From an optimization exercise on the open Yosys and OpenROAD flow, aimed at small area; shortcuts taken in it are not production practice.
Only simulation tests tie the RTL to the original design; equivalence was not proved.

Design qpu_exu, start of the top module:
module qpu_exu (
  input  logic        clk,
  input  logic        i_reset,
  input  logic        i_valid,
  input  logic [31:0] i_instr,
  input  logic        i_trigger,
  input  logic [31:0] i_trigger_clk,
  output logic        o_ready,
  output logic        o_clk_ena,
  output logic [7:0]  o_event_valid,
  output logic [15:0] o_event_data
);
  logic        full;
  logic        accept;
  assign o_ready = ~full;
  assign accept  = i_valid & ~full;
  logic [3:0]  op;
  logic [15:0] imm;
  logic        is_addi, is_add, is_sub, is_lui, is_sett, is_sete, is_tpt;
  assign op  = {i_instr[31] | i_reset, i_instr[30:28]};
  assign imm = i_instr[15:0];
  assign is_addi = (op == qpu_pkg::OP_ADDI);
  assign is_add  = (op == qpu_pkg::OP_ADD);
  assign is_sub  = (op == qpu_pkg::OP_SUB);
  assign is_lui  = (op == qpu_pkg::OP_LUI);
  assign is_sett = (op == qpu_pkg::OP_SETT);
  assign is_sete = (op == qpu_pkg::OP_SETE);
  assign is_tpt  = (op == qpu_pkg::OP_TPT);
  logic [31:0] rf_q [1:15];
  logic [15:1] vld_q;
  logic        rf_wen;
  logic [3:0]  rd;
  logic [31:0] sum;
  logic [15:1] sel1, sel2;
  logic        rr;           
  logic [31:0] rs1, rs2;
  assign rf_wen = accept & (is_addi | is_add | is_sub | is_lui);
  assign rr     = is_add | is_sub;
  assign rd     = i_instr[27:24];
  always_ff @(posedge clk) begin
    for (int i = 1; i < 16; i++) begin
      if (rf_wen && rd == 4'(i)) rf_q[i] <= sum;
    end
  end
  always_ff @(posedge clk) begin
    for (int i = 1; i < 16; i++) begin
      if (i_reset) vld_q[i] <= 1'b0;
      else if (rf_wen && rd == 4'(i)) vld_q[i] <= 1'b1;
    end
  end
  always_comb begin
    for (int i = 1; i < 16; i++) begin
      sel1[i] = vld_q[i] && !is_lui && !i_reset && i_instr[23:20] == 4'(i);
      sel2[i] = vld_q[i] && rr && i_instr[19:16] == 4'(i);
    end
  end
  for (genvar b = 0; b < 32; b++) begin : g_rd
    logic [15:1] col;
    for (genvar i = 1; i < 16; i++) begin : g_col
      assign col[i] = rf_q[i][b];
    end
    qpu_exu_rdmux u_rd1 (.i_sel(sel1), .i_d(col), .o_q(rs1[b]));
  ...
Size: roughly 750 flip-flops.
clock: 7.0 ns
lec_check: 0
cap_margin: 20
core_margin: 2
core_utilization: 75
slew_margin: 20
synth_hierarchical: 1
synth_minimum_keep_size: 0
standard.sh (not shown) runs the stock make flow with config.mk's settings and CLKGATE_MAP_FILE= SYNTH_SCRIPT=/design/flow/synth_recipe.tcl, a recipe that flattens the netlist after the stock synthesis.
==> flow/flow/run.sh <==
#!/bin/bash
# Standard layout with three changes after synthesis:
#  - ports are buffered with buf_1 instead of the default delay-cell buffer;
#  - the buffer repair may not use the largest buffers (buf_8/12/16), so it
#    drives high-fanout nets with several small buffers instead;
#  - clock tree: clkbuf_8 buffers over clusters of at most 16 sinks within
#    60 um, and no dummy loads.
# Synthesis is the standard one, unchanged.
set -euo pipefail

bash standard.sh synth > synth.log 2>&1

PLAT_DU=$(make -s -C "$FLOW_HOME" DESIGN_CONFIG="$FLOW_CONFIG" WORK_HOME="$PWD/orfs" \
  print-DONT_USE_CELLS 2>/dev/null | sed -n 's/^DONT_USE_CELLS: //p')
[ -n "$PLAT_DU" ] || { echo "could not read DONT_USE_CELLS" >&2; exit 1; }
echo "platform dont-use: $PLAT_DU" > layout.log

bash standard.sh \
  "DONT_USE_CELLS=$PLAT_DU sky130_fd_sc_hd__buf_8 sky130_fd_sc_hd__buf_12 sky130_fd_sc_hd__buf_16" \
  "BUFFER_PORTS_ARGS=-buffer_cell sky130_fd_sc_hd__buf_1" \
  "CTS_ARGS=-sink_clustering_enable -repair_clock_nets -sink_clustering_size 16 -sink_clustering_max_diameter 60 -dont_use_dummy_load -buf_list sky130_fd_sc_hd__clkbuf_8" \
  finish >> layout.log 2>&1
Change:
--- a/flow/design.v
+++ b/flow/design.v
@@ -18,28 +18,13 @@
 `timescale 1ns/1ps
 module qpu_exu_rdmux (
   input  logic [15:1] i_sel,
   input  logic [15:1] i_d,
   output logic        o_q
 );
-  logic [4:0] n;
-  for (genvar k = 0; k < 5; k++) begin : g_grp
-    qpu_exu_aoi222 u_aoi (
-      .i_a (i_sel[3*k+3:3*k+1]),
-      .i_b (i_d[3*k+3:3*k+1]),
-      .o_y (n[k])
-    );
-  end
-  assign o_q = ~&n;
-endmodule
-module qpu_exu_aoi222 (
-  input  logic [2:0] i_a,
-  input  logic [2:0] i_b,
-  output logic       o_y
-);
-  assign o_y = ~|(i_a & i_b);
+  assign o_q = |(i_sel & i_d);
 endmodule
 `timescale 1ns/1ps
 module qpu_exu_mux4 (
   input  logic [3:0] i_sel,
   input  logic [3:0] i_d,
   output logic       o_q
@@ -96,13 +81,13 @@
       if (i_reset) vld_q[i] <= 1'b0;
       else if (rf_wen && rd == 4'(i)) vld_q[i] <= 1'b1;
     end
   end
   always_comb begin
     for (int i = 1; i < 16; i++) begin
-      sel1[i] = vld_q[i] && !is_lui && !i_reset && i_instr[23:20] == 4'(i);
+      sel1[i] = vld_q[i] && i_instr[23:20] == 4'(i);
       sel2[i] = vld_q[i] && rr && i_instr[19:16] == 4'(i);
     end
   end
   for (genvar b = 0; b < 32; b++) begin : g_rd
     logic [15:1] col;
     for (genvar i = 1; i < 16; i++) begin : g_col
@@ -110,13 +95,13 @@
     end
     qpu_exu_rdmux u_rd1 (.i_sel(sel1), .i_d(col), .o_q(rs1[b]));
     qpu_exu_rdmux u_rd2 (.i_sel(sel2), .i_d(col), .o_q(rs2[b]));
   end
   logic [31:0] a;
   logic [31:0] b;
-  assign a = rs1;
+  assign a = rs1 & {32{~(is_lui | i_reset)}};
   always_comb begin
     b[15:0]  = ({16{is_addi | is_sett}} & imm)
              | (rs2[15:0] ^ {16{is_sub}});
     b[31:16] = ({16{is_addi & imm[15]}})
              | ({16{is_lui}} & imm)
              | (rs2[31:16] ^ {16{is_sub}});
After rerunning: Maximum frequency came out higher by a few percent. Worst setup slack gains 0.24 ns. Final cell count grows by a few percent. Design area is higher slightly. Wire length goes up slightly. Synthesized cell count goes up by a little under a tenth.

[static timing again, ports no longer ideal]
The results above use ideal ports. As a check the final layouts listed here were re-extracted and re-timed, cells and wires unchanged. Step 1 sets driving cells, clkbuf_16 on the clock port and buf_2 on the other inputs (assumed; they add their load-dependent delay and slew). Step 2, shift: input delay + t, output delay - t, t = (earliest + latest rising clock arrival at the registers) / 2. This alone moves slack from input paths to output paths. a / b / c = ideal ports / drivers / drivers and shift; a / b = the first two.
| run | shift t [ns] | slack for setup (ns) | clock arrival spread, ns | slew at the worst register clock pin (ns) | worst data-port slew with drivers (ns) |
|---|---|---|---|---|---|
| the first run | 0.753 | 0.351 / 0.379 / -0.374 | 0.093 / 0.092 | 0.11 / 0.11 | 0.09 |
| the second run | 0.760 | 0.589 / 0.628 / -0.132 | 0.088 / 0.087 | 0.12 / 0.12 | 0.10 |
With both steps, setup timing fails in the first run and the second run, where it was met with ideal ports. The setup slack of the first run, which loses most, moves by +0.028 ns with the drivers and by -0.725 ns with both steps.
